What follows belongs to an exercise in optimizing a design on an open flow for small area, a short achievable clock period and few clock cycles per item; a production flow would make more cautious choices. The RTL was checked by simulation tests, not by an equivalence proof against the original design. No activity file was given, so power comes from the tool's default toggle rates.

== oak ==
==> flow/design.v (excerpt) <==
module conv_engine (
	input  wire                                 clk,
	input  wire                                 rst_n,
	input  wire                                 start,
	input  wire [1:0]                           op,
	input  wire                                 in_valid,
	output logic                                in_ready,
	input  wire [4*16-1:0]       in_ifm,
	input  wire [4*16-1:0]       in_wgt,
	input  wire                                 in_last,
	output logic                                out_valid,
	input  wire                                 out_ready,
	output logic [4*16-1:0]      out_data,
	output logic                                out_last,
	output logic                                done
);
For scale: roughly 200 I/O pins, ~44000 um2 of cells after synthesis.
export LEC_CHECK = 0
export CAP_MARGIN = 20
export CORE_MARGIN = 2
export CORE_UTILIZATION = 60
export SETUP_SLACK_MARGIN = 5
export SLEW_MARGIN = 20
create_clock -name core_clock -period 10.0 [get_ports {clk}]
standard.sh (not shown) runs the stock make flow with config.mk's settings and CLKGATE_MAP_FILE= SYNTH_SCRIPT=/design/flow/synth_recipe.tcl, a recipe that flattens the netlist after the stock synthesis.
==> flow/flow/run.sh <==
#!/bin/bash
set -euo pipefail
M=6.65
sed -e "s/SETUP_SLACK_MARGIN=[0-9.]*/SETUP_SLACK_MARGIN=$M/" \
    -e "s/\"\${@:-finish}\"/BUFFER_PORTS_ARGS='-buffer_cell sky130_fd_sc_hd__buf_1' \"\${@:-finish}\"/" \
    standard.sh > standard_tuned.sh
grep -q "SETUP_SLACK_MARGIN=$M" standard_tuned.sh
grep -q "BUFFER_PORTS_ARGS" standard_tuned.sh
bash standard_tuned.sh > standard.log 2>&1
oak finished every step from synthesis to the final layout, and the layout passed the timing, design-rule and antenna checks.
Testbench counts of oak, summed over its fixed seeds: cycles 14,572, tiles 384.
[inputs] birch vs oak
# oak
export LEC_CHECK = 0
export CAP_MARGIN = 20
export CORE_MARGIN = 2
export CORE_UTILIZATION = 60
export SETUP_SLACK_MARGIN = 5
export SLEW_MARGIN = 20
create_clock -name core_clock -period 10.0 [get_ports {clk}]
# birch
export LEC_CHECK = 0
export CAP_MARGIN = 20
export CORE_MARGIN = 2
export CORE_UTILIZATION = 60
export CTS_CLUSTER_DIAMETER = 120
export CTS_CLUSTER_SIZE = 24
export SETUP_SLACK_MARGIN = 5
export SLEW_MARGIN = 20
create_clock -name core_clock -period 10.0 [get_ports {clk}]
--- a/flow/flow/run.sh
+++ b/flow/flow/run.sh
@@ -2,3 +2,3 @@
 set -euo pipefail
-M=6.65
+M=6.75
 sed -e "s/SETUP_SLACK_MARGIN=[0-9.]*/SETUP_SLACK_MARGIN=$M/" \
--- outcome ---
birch | stages: all done | timing, DRC, antenna: all pass. Data arrival time at the worst-slack endpoint: birch vs oak up 50 ps. When the final numbers for oak and birch were put side by side, the wire length turned out to be greater in birch. In the tables for oak and birch, initial antenna violation count reads higher with birch. Cell area | birch vs oak | birch smaller.

Starting RTL as in the previous note.
clock: 10.0 ns
lec_check: 0
cap_margin: 20
core_margin: 2
core_utilization: 60
cts_cluster_diameter: 120
cts_cluster_size: 24
setup_slack_margin: 5
slew_margin: 20
==> flow/flow/run.sh <==
#!/bin/bash
set -euo pipefail
M=6.65
sed -e "s/SETUP_SLACK_MARGIN=[0-9.]*/SETUP_SLACK_MARGIN=$M/" \
    -e "s/\"\${@:-finish}\"/BUFFER_PORTS_ARGS='-buffer_cell sky130_fd_sc_hd__buf_1' \"\${@:-finish}\"/" \
    standard.sh > standard_tuned.sh
grep -q "SETUP_SLACK_MARGIN=$M" standard_tuned.sh
grep -q "BUFFER_PORTS_ARGS" standard_tuned.sh
bash standard_tuned.sh > standard.log 2>&1
The starting point finished clean.
Testbench counts at the start, summed over its fixed seeds: cycles 14,572, tiles 384.
Change:
==> flow/flow/run.sh (replaced) <==
#!/bin/bash
set -euo pipefail
M=${MARGIN:-6.6}
sed "s/SETUP_SLACK_MARGIN=[0-9.]*/SETUP_SLACK_MARGIN=$M/" standard.sh > standard_margin.sh
grep -q "SETUP_SLACK_MARGIN=$M" standard_margin.sh
bash standard_margin.sh > standard.log 2>&1
- CORE_UTILIZATION: 60 -> 40
- CTS_CLUSTER_DIAMETER: 120 -> unset
- CTS_CLUSTER_SIZE: 24 -> unset
What happened: Cell count rose by about 10%. Via count goes up by 0.59%. Power grows by about 8%. Clock-buffer cell count is higher by 45. Sequential power barely changes. Core utilization went down by 19 points. Final area rose by 7.0%. Sequential share of layout area shrinks by 2.0 points. Die area is higher by about 50%. Fmax went down by 1.4%. Global-route usage drops by 8.2 points.

[static timing again, ports no longer ideal]
The results above use ideal ports. As a check the final layouts listed here were re-extracted and re-timed, cells and wires unchanged. Step 1, drivers: a clkbuf_16 drives clk and a buf_2 each remaining input, both assumed. Step 2 moves the port delays by t, midway between the first and last clock arrival at a register: inputs arrive t later, outputs are due t later. That takes back most of the time a late clock gives input paths. Three values: ideal ports, drivers, drivers and shift; two values: the first two.
| run | t, ns | setup slack, ns | worst register clock-pin slew, ns | worst data-port slew with drivers (ns) |
|---|---|---|---|---|
| oak | 0.682 | 6.700 / 6.700 / 6.448 | 0.08 / 0.08 | 0.05 |
| birch | 0.696 | 6.728 / 6.715 / 6.500 | 0.11 / 0.11 | 0.05 |
| the first run of note 2 | 0.685 | 6.707 / 6.698 / 6.459 | 0.11 / 0.11 | 0.05 |
| the second run of note 2 | 0.714 | 6.661 / 6.597 / 6.083 | 0.07 / 0.07 | 0.07 |
After both steps every run listed still meets setup and hold. For the second run of note 2, which loses most, drivers alone change the setup slack by -0.064 ns; drivers and shift together by -0.578 ns.
